From an optimization exercise on the open Yosys and OpenROAD flow, aimed at small area; shortcuts taken in it are not production practice. Only simulation tests tie the RTL to the original design; equivalence was not proved. No activity file was given, so power comes from the tool's default toggle rates.

Setup of lane 3:
==> flow/design.v (excerpt) <==
module synth_top (
  input  logic                    clk_calc,
  input  logic                    arst_n,
  input  logic                    cmd_valid,
  input  logic [32-1:0] cmd_data,
  output logic                    done_valid,
  output synth_pkg::bank_idx_t    done_bank,
  output synth_pkg::sample_t      audio,
  input  logic                    lite_wren,
  input  logic [4-1:0]  lite_wstrb,
  input  logic                    lite_rden,
  input  logic [31:0]             lite_addr,
  input  logic [31:0]             lite_wr_data,
  output logic [31:0]             lite_rd_data
);
For scale: roughly 1300 flip-flops, roughly 170 I/O pins.
Settings: LEC_CHECK=0, CAP_MARGIN=20, CORE_MARGIN=2, CORE_UTILIZATION=40, CTS_CLUSTER_DIAMETER=100, CTS_CLUSTER_SIZE=25, SLEW_MARGIN=20, SYNTH_HIERARCHICAL=1, SYNTH_MINIMUM_KEEP_SIZE=0; clock period 10.0 ns.
run.sh (not shown) runs the stock make flow with config.mk's settings and CLKGATE_MAP_FILE= SYNTH_SCRIPT=/design/flow/synth_recipe.tcl, a recipe that flattens the netlist after the stock synthesis.
Here is what was changed in the inputs of lane 2 compared with lane 3.
==> flow/flow/run.sh (new file) <==
#!/bin/bash
# The standard layout (standard.sh, the standard flow's own ORFS run, synthesis included),
# with two changes:
#  - the port buffers are buf_1 instead of the buffer ORFS picks by itself;
#  - clock tree synthesis clusters up to 25 sinks per leaf buffer and inserts
#    no dummy loads.
# make's full output goes to run_make.log here; ORFS keeps each step's log
# under orfs/logs/.
set -euo pipefail
export BUFFER_PORTS_ARGS="-buffer_cell sky130_fd_sc_hd__buf_1"
export CTS_ARGS="-sink_clustering_enable -repair_clock_nets -sink_clustering_size 25 -sink_clustering_max_diameter 100 -dont_use_dummy_load"
bash standard.sh synth > run_synth.log 2>&1
bash standard.sh finish > run_make.log 2>&1
==> flow/standard.sh (new file) <==
#!/bin/bash
# synth_recipe.tcl (not shown) runs the flow's synth.tcl, then flattens the netlist and writes it again
# the make line also repeats each setting of config.mk as NAME=value (left out here)
make -C /OpenROAD-flow-scripts/flow DESIGN_CONFIG=/design/flow/config.mk WORK_HOME=/design/flow/orfs CLKGATE_MAP_FILE= SYNTH_SCRIPT=/design/flow/synth_recipe.tcl "${@:-finish}"
removed: flow/run.sh
Findings:
The run showing the smaller sequential share of layout area is lane 3. Lane 2 vs lane 3, capturing element of the worst setup path: u_lite_regfile.lite_rd_data[20] vs u_lite_regfile.lite_rd_data[16]. [lane 2] ratio of cells with drive above 1 in the final layout fell 0.33 points relative to lane 3. Reported for lane 2 and lane 3, clock tree buffer depth turned out identical to the last digit. The core of lane 2 is less densely filled than that of lane 3. The final reports for lane 2 and lane 3 show period utilization lower in the former. | global routing met2 resource utilization | lane 3 vs lane 2 | ≈ equal |. Looking at post-layout worst setup margin, lane 2 sits above lane 3.

========
before:
synth_top, a different RTL version from the one above (not shown whole).
For scale: ~3800 cells after synthesis, about 170 I/O pins, ~0.042 mm2 of cells after synthesis.
clock: 10.0 ns
lec_check: 0
cap_margin: 20
core_margin: 2
core_utilization: 70
cts_cluster_diameter: 100
cts_cluster_size: 25
slew_margin: 20
synth_hierarchical: 1
synth_minimum_keep_size: 0
standard.sh (not shown) runs the stock make flow with config.mk's settings and CLKGATE_MAP_FILE= SYNTH_SCRIPT=/design/flow/synth_recipe.tcl, a recipe that flattens the netlist after the stock synthesis.
==> flow/flow/run.sh <==
#!/bin/bash
# The standard layout (standard.sh, the standard flow's own ORFS run, synthesis included),
# with two changes:
#  - the port buffers are buf_1 instead of the buffer ORFS picks by itself;
#  - clock tree synthesis uses clkbuf_4, clusters up to 9 sinks per leaf
#    buffer and inserts
#    no dummy loads.
# make's full output goes to run_make.log here; ORFS keeps each step's log
# under orfs/logs/.
set -euo pipefail
export BUFFER_PORTS_ARGS="-buffer_cell sky130_fd_sc_hd__buf_1"
export CTS_ARGS="-sink_clustering_enable -repair_clock_nets -sink_clustering_size 9 -sink_clustering_max_diameter 50 -dont_use_dummy_load -buf_list sky130_fd_sc_hd__clkbuf_4"
bash standard.sh synth > run_synth.log 2>&1
bash standard.sh finish > run_make.log 2>&1
before finished every stage and its layout cleared the timing, design-rule and antenna checks.
### before -> after
Settings: CORE_UTILIZATION changed from 70 to 40.
Notes after the runs:
Re final critical-path share of the clock period: before was higher than after. Changes observed in after relative to before: worst supply voltage drop on vdd decreased by 0.056 mV relative to the old numbers; total power went down by 0.34%; worst hold slack fell 0.036 ns. Non-clock buffer area fraction after layout delta (before -> after): insignificant. Going from before to after, transition time at the pin with the least slew margin shrinks by 0.031 ns. Going from before to after, via count went down by 1656; all-layer global routing usage went down by 17 points; total routed wire length on the met1 layer went up by 19%; worst path buffer plus inverter count went up by 1.

-- re-timing with driven ports --
In the flow no input, the clock included, has a driving cell. The finished layouts below were timed again as built, in two steps. Step 1 assumes that a clkbuf_16 drives the clock port and a buf_2 every other input. Step 2 moves the port delays by t, midway between the first and last clock arrival at a register: inputs arrive t later, outputs are due t later. That takes back most of the time a late clock gives input paths. Slacks: ideal / step 1 / step 2; pairs: ideal / step 1.
run | t, ns | setup slack, ns | cell pins on the clock port's net
lane 3 | 0.757 | 4.998 / 5.041 / 4.284 | 1
lane 2 | 0.720 | 5.124 / 5.139 / 4.419 | 1
before | 1.079 | 5.141 / 5.174 / 4.094 | 1
after | 1.107 | 5.317 / 5.348 / 4.241 | 1
After both steps every run listed still meets setup and hold. The setup slack of after, which loses most, moves by +0.031 ns with the drivers and by -1.076 ns with both steps.
